From an optimization exercise on the open Yosys and OpenROAD flow, aimed at small area, a short achievable clock period and few clock cycles per item; shortcuts taken in it are not production practice. RTL that was checked went through simulation tests only; none was proved equivalent to the original.

== v6 ==
==> module fp_div_classify, before the edit <==
module fp_div_classify
(
    input  wire logic                        clk,
    input  wire logic                        reset,
    input  wire logic                        in_valid,
    input  wire logic [8+23:0] a,
    input  wire logic [8+23:0] b,
    output logic                             out_valid,
    output logic                             sign,
    output logic [8-1:0]             a_exp,
    output logic [8-1:0]             b_exp,
    output logic [25-1:0]             rem_s,
    output logic [25-1:0]             rem_c,
    output logic [23-1:0]             b_frac,
    output logic                             q1_two
);
    localparam int SIGN_BIT = 8 + 23;
    logic [2:0]           q1_sel;
    assign q1_sel = fp_div_pkg::sel4({4'b0001, a[23-1:23-3]},
                                     b[23-1:23-3]);
    always_ff @(posedge clk)
    begin
        if (reset)
            out_valid <= 1'b0;
        else
            out_valid <= in_valid;
    end
    always_ff @(posedge clk)
    begin
        sign   <= a[SIGN_BIT] ^ b[SIGN_BIT];
        a_exp  <= a[SIGN_BIT-1:23];
        b_exp  <= b[SIGN_BIT-1:23];
        rem_s  <= {2'b01, a[23-1:0]};
        rem_c  <= q1_sel[0] ? {1'b1, b[23-1:0], 1'b0} : {2'b01, b[23-1:0]};
        b_frac <= b[23-1:0];
        q1_two <= q1_sel[0];
    end
endmodule
==> module fp_div_top, before the edit <==
module fp_div_top
(
    input  wire logic                        clk,
    input  wire logic                        reset,
    input  wire logic                        in_valid,
    input  wire logic [8+23:0] a,
    input  wire logic [8+23:0] b,
    output logic                             out_valid,
    output logic [8+23:0]     result,
    output logic                             exception,
    output logic                             overflow,
    output logic                             underflow
);
    localparam int NST = 12;
    localparam int R   = 1;
    logic                  st_valid  [0:NST];
    logic                  st_sign   [0:NST];
    logic [8-1:0]  st_a_exp;
    logic [8-1:0]  st_b_exp;
    logic                  st_exc;
    logic                  st_zero;
    fp_div_pkg::exp_t      st_exp_lo;
    logic [8:0]    st_ecode  [0:NST];
    logic [23-1:0]  st_b_frac [0:NST];
    fp_div_pkg::rem_t      st_s      [0:NST];
    fp_div_pkg::rem_t      st_c      [0:NST];
    fp_div_pkg::dig_t      st_qs     [0:NST];
    fp_div_pkg::dig_t      st_q1     [0:NST];
    fp_div_pkg::dig_t      st_q2     [0:NST];
    logic                  q1_two;
    fp_div_classify u_classify
    (
        .clk       (clk),
        .reset     (reset),
        .in_valid  (in_valid),
        .a         (a),
        .b         (b),
        .out_valid (st_valid[0]),
        .sign      (st_sign[0]),
        .a_exp     (st_a_exp),
        .b_exp     (st_b_exp),
        .rem_s     (st_s[0]),
        .rem_c     (st_c[0]),
        .b_frac    (st_b_frac[0]),
        .q1_two    (q1_two)
    );
    assign st_qs[0] = '0;
    assign st_q1[0] = '0;
    assign st_q2[0] = {q1_two, {(13-1){1'b0}}};
    assign st_exc    = (&st_a_exp) || (&st_b_exp) || (st_b_exp == '0);
    assign st_zero   = (st_a_exp == '0);
    assign st_exp_lo = fp_div_pkg::exp_t'({2'b00, st_a_exp}) - fp_div_pkg::exp_t'({2'b00, st_b_exp})
                       + fp_div_pkg::exp_t'(127 - 1);
    always_comb
    begin
        if (st_exc)
            st_ecode[0] = {1'b1, 8'(3)};
        else if (st_zero)
            st_ecode[0] = {1'b1, 8'(2)};
        else if (st_exp_lo >= fp_div_pkg::exp_t'(255))
            st_ecode[0] = {1'b1, 8'(1)};
        else if (st_exp_lo < fp_div_pkg::exp_t'(0))
            st_ecode[0] = {1'b1, 8'(0)};
        else
            st_ecode[0] = {1'b0, st_exp_lo[8-1:0]};
    end
    for (genvar i = 0; i < NST; i++)
    begin : g_div
        localparam int FIRST = 2 + i * R;
        localparam int NROWS = (13 + 1 - FIRST < R) ? 13 + 1 - FIRST : R;
        fp_div_mant_stage
        #(
            .FIRST (FIRST),
            .NROWS (NROWS)
        )
        u_stage
        (
            .clk        (clk),
            .reset      (reset),
            .in_valid   (st_valid[i]),
            .in_sign    (st_sign[i]),
            .in_ecode   (st_ecode[i]),
            .in_b_frac  (st_b_frac[i]),
            .in_s       (st_s[i]),
            .in_c       (st_c[i]),
            .in_qs      (st_qs[i]),
            .in_q1      (st_q1[i]),
            .in_q2      (st_q2[i]),
            .out_valid  (st_valid[i+1]),
            .out_sign   (st_sign[i+1]),
            .out_ecode  (st_ecode[i+1]),
            .out_b_frac (st_b_frac[i+1]),
            .out_s      (st_s[i+1]),
            .out_c      (st_c[i+1]),
            .out_qs     (st_qs[i+1]),
            .out_q1     (st_q1[i+1]),
            .out_q2     (st_q2[i+1])
        );
    end
    fp_div_pack u_pack
    (
        .clk       (clk),
        .reset     (reset),
        .in_valid  (st_valid[NST]),
        .in_sign   (st_sign[NST]),
        .in_ecode  (st_ecode[NST]),
        .in_s      (st_s[NST]),
        .in_c      (st_c[NST]),
        .in_qs     (st_qs[NST]),
        .in_q1     (st_q1[NST]),
        .in_q2     (st_q2[NST]),
        .out_valid (out_valid),
        .result    (result),
        .exception (exception),
        .overflow  (overflow),
        .underflow (underflow)
    );
endmodule
export LEC_CHECK = 0
export CAP_MARGIN = 20
export CORE_MARGIN = 2
export CORE_UTILIZATION = 40
export SLEW_MARGIN = 20
create_clock -name core_clock -period 15.0 [get_ports {clk}]
standard.sh (not shown) runs the stock make flow with config.mk's settings and CLKGATE_MAP_FILE= SYNTH_SCRIPT=/design/flow/synth_recipe.tcl, a recipe that flattens the netlist after the stock synthesis.
==> flow/flow/run.sh <==
#!/bin/bash
# Standard synthesis, then the standard layout with repair_timing aiming for
# extra setup slack (the SDC and the clock period are unchanged).
set -euo pipefail
bash standard.sh synth > synth.log 2>&1
bash standard.sh SETUP_SLACK_MARGIN=10.8 finish > layout.log 2>&1
diff inputs: v6 => v7
--- a/flow/design.v
+++ b/flow/design.v
@@ -10,23 +10,21 @@
         logic signed [6:0] m2;
         logic ge_n1;
         logic ge_0;
         logic ge_1;
         logic ge_2;
         case (dh)
-            3'd0:    begin mn1 = -7'sd13; m2 = 7'sd12; end
-            3'd1:    begin mn1 = -7'sd15; m2 = 7'sd14; end
-            3'd2:    begin mn1 = -7'sd16; m2 = 7'sd15; end
-            3'd3:    begin mn1 = -7'sd18; m2 = 7'sd16; end
-            3'd4:    begin mn1 = -7'sd20; m2 = 7'sd18; end
-            3'd5:    begin mn1 = -7'sd21; m2 = 7'sd20; end
-            3'd6:    begin mn1 = -7'sd23; m2 = 7'sd22; end
-            default: begin mn1 = -7'sd25; m2 = 7'sd24; end
+            3'd0:    begin mn1 = -7'sd13; m0 = -7'sd4; m1 = 7'sd4; m2 = 7'sd12; end
+            3'd1:    begin mn1 = -7'sd15; m0 = -7'sd6; m1 = 7'sd4; m2 = 7'sd14; end
+            3'd2:    begin mn1 = -7'sd16; m0 = -7'sd6; m1 = 7'sd4; m2 = 7'sd15; end
+            3'd3:    begin mn1 = -7'sd18; m0 = -7'sd6; m1 = 7'sd4; m2 = 7'sd16; end
+            3'd4:    begin mn1 = -7'sd20; m0 = -7'sd6; m1 = 7'sd6; m2 = 7'sd18; end
+            3'd5:    begin mn1 = -7'sd21; m0 = -7'sd8; m1 = 7'sd6; m2 = 7'sd20; end
+            3'd6:    begin mn1 = -7'sd23; m0 = -7'sd8; m1 = 7'sd6; m2 = 7'sd22; end
+            default: begin mn1 = -7'sd25; m0 = -7'sd8; m1 = 7'sd8; m2 = 7'sd24; end
         endcase
-        m0 = dh[2] ? -7'sd7 : -7'sd5;
-        m1 = dh[2] ? 7'sd6 : 7'sd4;
         ge_n1 = (y >= mn1);
         ge_0  = (y >= m0);
         ge_1  = (y >= m1);
         ge_2  = (y >= m2);
         sel4 = {ge_1, (ge_1 & ~ge_2) | (ge_n1 & ~ge_0), ge_2 | ~ge_n1};
     endfunction
@@ -39,35 +37,42 @@
     input  wire logic                        reset,
     input  wire logic                        in_valid,
     input  wire logic [8+23:0] a,
     input  wire logic [8+23:0] b,
     output logic                             out_valid,
     output logic                             sign,
-    output logic [8-1:0]             a_exp,
-    output logic [8-1:0]             b_exp,
+    output logic                             exc,
+    output logic                             zero,
+    output logic signed [8+1:0]      exp_lo,
     output logic [25-1:0]             rem_s,
     output logic [25-1:0]             rem_c,
     output logic [23-1:0]             b_frac,
     output logic                             q1_two
 );
     localparam int SIGN_BIT = 8 + 23;
+    logic [8-1:0] a_exp;
+    logic [8-1:0] b_exp;
     logic [2:0]           q1_sel;
+    assign a_exp = a[SIGN_BIT-1:23];
+    assign b_exp = b[SIGN_BIT-1:23];
     assign q1_sel = fp_div_pkg::sel4({4'b0001, a[23-1:23-3]},
                                      b[23-1:23-3]);
     always_ff @(posedge clk)
     begin
         if (reset)
             out_valid <= 1'b0;
         else
             out_valid <= in_valid;
     end
     always_ff @(posedge clk)
     begin
         sign   <= a[SIGN_BIT] ^ b[SIGN_BIT];
-        a_exp  <= a[SIGN_BIT-1:23];
-        b_exp  <= b[SIGN_BIT-1:23];
+        exc    <= (&a_exp) || (&b_exp) || (b_exp == '0);
+        zero   <= (a_exp == '0);
+        exp_lo <= fp_div_pkg::exp_t'({2'b00, a_exp}) - fp_div_pkg::exp_t'({2'b00, b_exp})
+                  + fp_div_pkg::exp_t'(127 - 1);
         rem_s  <= {2'b01, a[23-1:0]};
         rem_c  <= q1_sel[0] ? {1'b1, b[23-1:0], 1'b0} : {2'b01, b[23-1:0]};
         b_frac <= b[23-1:0];
         q1_two <= q1_sel[0];
     end
 endmodule
@@ -279,14 +284,12 @@
     output logic                             underflow
 );
     localparam int NST = 12;
     localparam int R   = 1;
     logic                  st_valid  [0:NST];
     logic                  st_sign   [0:NST];
-    logic [8-1:0]  st_a_exp;
-    logic [8-1:0]  st_b_exp;
     logic                  st_exc;
     logic                  st_zero;
     fp_div_pkg::exp_t      st_exp_lo;
     logic [8:0]    st_ecode  [0:NST];
     logic [23-1:0]  st_b_frac [0:NST];
     fp_div_pkg::rem_t      st_s      [0:NST];
@@ -301,26 +304,23 @@
         .reset     (reset),
         .in_valid  (in_valid),
         .a         (a),
         .b         (b),
         .out_valid (st_valid[0]),
         .sign      (st_sign[0]),
-        .a_exp     (st_a_exp),
-        .b_exp     (st_b_exp),
+        .exc       (st_exc),
+        .zero      (st_zero),
+        .exp_lo    (st_exp_lo),
         .rem_s     (st_s[0]),
         .rem_c     (st_c[0]),
         .b_frac    (st_b_frac[0]),
         .q1_two    (q1_two)
     );
     assign st_qs[0] = '0;
     assign st_q1[0] = '0;
     assign st_q2[0] = {q1_two, {(13-1){1'b0}}};
-    assign st_exc    = (&st_a_exp) || (&st_b_exp) || (st_b_exp == '0);
-    assign st_zero   = (st_a_exp == '0);
-    assign st_exp_lo = fp_div_pkg::exp_t'({2'b00, st_a_exp}) - fp_div_pkg::exp_t'({2'b00, st_b_exp})
-                       + fp_div_pkg::exp_t'(127 - 1);
     always_comb
     begin
         if (st_exc)
             st_ecode[0] = {1'b1, 8'(3)};
         else if (st_zero)
             st_ecode[0] = {1'b1, 8'(2)};
[summary]
v7 has die width above what v6 had. For v6 and v7, there was not a single run that failed to finish clean. Summary — worst-case hold slack, v7 relative to v6: lower, by 0.0071 ns. Of the two candidates, v6 has the better achievable frequency and v7 the worse one. Looking at height of the chip, v7 sits 3.6 um higher than v6 does. Area after synthesis: higher on v7. In v7 the via count turned out 0.33% higher than in v6. Proportion of synthesized area in mux cells: v7 vs v6 up 0.36 points. The share of synthesized cell area in full adder, half adder and majority cells in v7 was higher than what v6 gave. In the tables for v6 and v7, largest net degree at the start of global routing reads higher with v7. v7 vs v6: critical path data required time up in v7. Average cell area after synthesis of v7 falls short of that of v6 slightly.
Testbench counts of v7, summed over its fixed seeds: cycles 16,104, items 16,000.
The RTL of v6 was laid out without a check of its function.

========
== the baseline ==
Another version of the RTL of fp_div_top (not shown whole).
Size in the first run: roughly 1100 flip-flops, ~100 I/O pins, about 0.049 sq mm of cells after synthesis.
==> module fp_div_mant_stage, before the edit <==
module fp_div_mant_stage
#(
    parameter int FIRST = 2,    
    parameter int NROWS = 2
)
(
    input  wire logic                   clk,
    input  wire logic                   reset,
    input  wire logic                   in_valid,
    input  wire logic                   in_sign,
    input  wire logic [8:0]     in_ecode,
    input  wire logic [23-1:0]   in_b_frac,
    input  wire logic [25-1:0]   in_s,
    input  wire logic [25-1:0]   in_c,
    input  wire logic [13-1:0] in_qs,
    input  wire logic [13-1:0] in_q1,
    input  wire logic [13-1:0] in_q2,
    output logic                        out_valid,
    output logic                        out_sign,
    output logic [8:0]          out_ecode,
    output logic [23-1:0]        out_b_frac,
    output logic [25-1:0]        out_s,
    output logic [25-1:0]        out_c,
    output logic [13-1:0]   out_qs,
    output logic [13-1:0]   out_q1,
    output logic [13-1:0]   out_q2
);
    localparam int W = 25;
    localparam int PREV = (FIRST > 2) ? 13 + 1 - FIRST : 0;
    fp_div_pkg::rem_t d1;
    fp_div_pkg::rem_t d2;
    fp_div_pkg::rem_t s_n;
    fp_div_pkg::rem_t c_n;
    fp_div_pkg::rem_t s4;
    fp_div_pkg::rem_t c4;
    fp_div_pkg::rem_t x;
    fp_div_pkg::rem_t w1;
    logic             ce;
    fp_div_pkg::dig_t qs_n;
    fp_div_pkg::dig_t q1_n;
    fp_div_pkg::dig_t q2_n;
    logic [6:0] y;
    logic [2:0] q;
    assign d1 = {2'b01, in_b_frac};
    assign d2 = {1'b1, in_b_frac, 1'b0};
    always_comb
    begin
        s_n  = ~in_s;
        c_n  = ~in_c;
        if (FIRST == 2)
            s_n = in_s;
        if (FIRST > 2)
        begin
            s_n[0] = in_qs[PREV] ^ (in_q1[PREV] & in_b_frac[0]);
            s_n[1] = in_qs[PREV] ^ ((in_q1[PREV] & in_b_frac[1]) | (in_q2[PREV] & in_b_frac[0]));
            c_n[0] = in_qs[PREV];
        end
        qs_n = in_qs;
        q1_n = in_q1;
        q2_n = in_q2;
        for (int r = 0; r < NROWS; r++)
        begin
            y  = s_n[W-1:W-7] + c_n[W-1:W-7];
            q  = fp_div_pkg::sel4(y, in_b_frac[23-1:23-3]);
            if (FIRST + r == 2)
            begin
                w1 = s_n + c_n + fp_div_pkg::rem_t'(1);
                s4 = {w1[W-3:0], 2'b00};
                c4 = '0;
            end
            else
            begin
                s4 = {s_n[W-3:0], 2'b00};
                c4 = {c_n[W-3:0], 2'b00};
            end
            for (int i = 0; i < W; i++)
                x[i] = q[2] ^ ((q[1] & d1[i]) | (q[0] & d2[i]));
            c_n = '0;
            for (int i = 0; i < W; i += 2)
            begin
                s_n[i] = s4[i] ^ c4[i] ^ x[i];
                ce     = (s4[i] & c4[i]) | (s4[i] & x[i]) | (c4[i] & x[i]);
                if (i + 1 < W)
                begin
                    s_n[i+1] = s4[i+1] ^ x[i+1] ^ ce;
                    if (i + 2 < W)
                        c_n[i+2] = (s4[i+1] & x[i+1]) | (s4[i+1] & ce) | (x[i+1] & ce);
                end
            end
            c_n[0] = q[2];
            qs_n[13 - FIRST - r] = q[2];
            q1_n[13 - FIRST - r] = q[1];
            q2_n[13 - FIRST - r] = q[0];
        end
    end
    always_ff @(posedge clk)
    begin
        if (reset)
            out_valid <= 1'b0;
        else
            out_valid <= in_valid;
    end
    always_ff @(posedge clk)
    begin
        out_sign   <= in_sign;
        out_ecode  <= in_ecode;
        out_b_frac <= in_b_frac;
        out_s      <= ~s_n;
        out_c      <= ~c_n;
        out_qs     <= qs_n;
        out_q1     <= q1_n;
        out_q2     <= q2_n;
    end
endmodule
export LEC_CHECK = 0
export CAP_MARGIN = 20
export CORE_MARGIN = 2
export CORE_UTILIZATION = 40
export CTS_CLUSTER_DIAMETER = 150
export CTS_CLUSTER_SIZE = 26
export SLEW_MARGIN = 20
create_clock -name core_clock -period 15.0 [get_ports {clk}]
==> flow/flow/run.sh <==
#!/bin/bash
# Standard synthesis without the full-adder extraction step (ADDER_MAP_FILE
# empty, so abc maps the adders too), then the standard layout with
# repair_timing aiming for extra setup slack (the SDC and the clock period
# are unchanged).
set -euo pipefail
bash standard.sh ADDER_MAP_FILE= synth > synth.log 2>&1
bash standard.sh ADDER_MAP_FILE= SETUP_SLACK_MARGIN=10.8 finish > layout.log 2>&1
The baseline | status: complete | timing, DRC, antenna: pass
Testbench counts of the baseline, summed over its fixed seeds: cycles 16,104, items 16,000.
### the baseline -> the candidate
--- a/flow/design.v
+++ b/flow/design.v
@@ -143,8 +143,7 @@
     fp_div_pkg::rem_t s4;
     fp_div_pkg::rem_t c4;
     fp_div_pkg::rem_t x;
-    fp_div_pkg::rem_t w1;
-    logic             ce;
+    fp_div_pkg::rem_t cy;
     fp_div_pkg::dig_t qs_n;
     fp_div_pkg::dig_t q1_n;
     fp_div_pkg::dig_t q2_n;
@@ -171,32 +170,15 @@
         begin
             y  = s_n[W-1:W-7] + c_n[W-1:W-7];
             q  = fp_div_pkg::sel4(y, in_b_frac[23-1:23-3]);
-            if (FIRST + r == 2)
-            begin
-                w1 = s_n + c_n + fp_div_pkg::rem_t'(1);
-                s4 = {w1[W-3:0], 2'b00};
-                c4 = '0;
-            end
-            else
-            begin
-                s4 = {s_n[W-3:0], 2'b00};
-                c4 = {c_n[W-3:0], 2'b00};
-            end
+            s4 = {s_n[W-3:0], 2'b00};
+            c4 = {c_n[W-3:0], 2'b00};
             for (int i = 0; i < W; i++)
                 x[i] = q[2] ^ ((q[1] & d1[i]) | (q[0] & d2[i]));
-            c_n = '0;
-            for (int i = 0; i < W; i += 2)
-            begin
-                s_n[i] = s4[i] ^ c4[i] ^ x[i];
-                ce     = (s4[i] & c4[i]) | (s4[i] & x[i]) | (c4[i] & x[i]);
-                if (i + 1 < W)
-                begin
-                    s_n[i+1] = s4[i+1] ^ x[i+1] ^ ce;
-                    if (i + 2 < W)
-                        c_n[i+2] = (s4[i+1] & x[i+1]) | (s4[i+1] & ce) | (x[i+1] & ce);
-                end
-            end
-            c_n[0] = q[2];
+            s_n = s4 ^ c4 ^ x;
+            cy  = (s4 & c4) | (s4 & x) | (c4 & x);
+            c_n = {cy[W-2:0], q[2]};
+            if (FIRST + r == 2)
+                c_n[2] = 1'b1;
             qs_n[13 - FIRST - r] = q[2];
             q1_n[13 - FIRST - r] = q[1];
             q2_n[13 - FIRST - r] = q[0];
Results
The candidate: all stages complete, timing, DRC and antenna checks passed. After synthesis and placement, the instance count of the candidate is below that of the baseline. From the candidate to the baseline, final count of hold timing violations did not move at all. Cell area | the candidate vs the baseline | the candidate smaller. Number of standard cells after synthesis for the candidate: 833 down relative to the baseline. Final-layout fill cell count in the candidate is about 4% lower than in the baseline. Delta(global-route usage, the candidate - the baseline) < 0. On detailed-placement wirelength estimate, the candidate does better than the baseline. The candidate: sequential share of layout area is 7.0 points higher than what the baseline reported.
Function not checked in the candidate: the RTL went through the layout flow alone.

==> re-timing with driven ports <==
No port has a modelled driver above. Below, the same layouts with a new extraction and two added sets of constraints. Step 1: set_driving_cell puts a clkbuf_16 on clk and a buf_2 on each other input, an assumption about the parent block. Step 2 times the ports against the registers' clock, not the clock port: input delays grow and output delays shrink by t, the midpoint of the rising clock arrivals with the driver on. Slacks: ideal / step 1 / step 2; pairs: ideal / step 1.
run	t (ns)	setup WS [ns]	cell pins on the clock port's net
v6	0.792	10.821 / 10.752 / 10.065	1
v7	0.792	10.741 / 10.756 / 9.973	1
the baseline	0.730	10.831 / 10.765 / 10.462	1
the candidate	0.714	10.863 / 10.799 / 10.499	1
After both steps every run listed still meets setup and hold. The setup slack of v7, which loses most, moves by +0.015 ns with the drivers and by -0.768 ns with both steps.
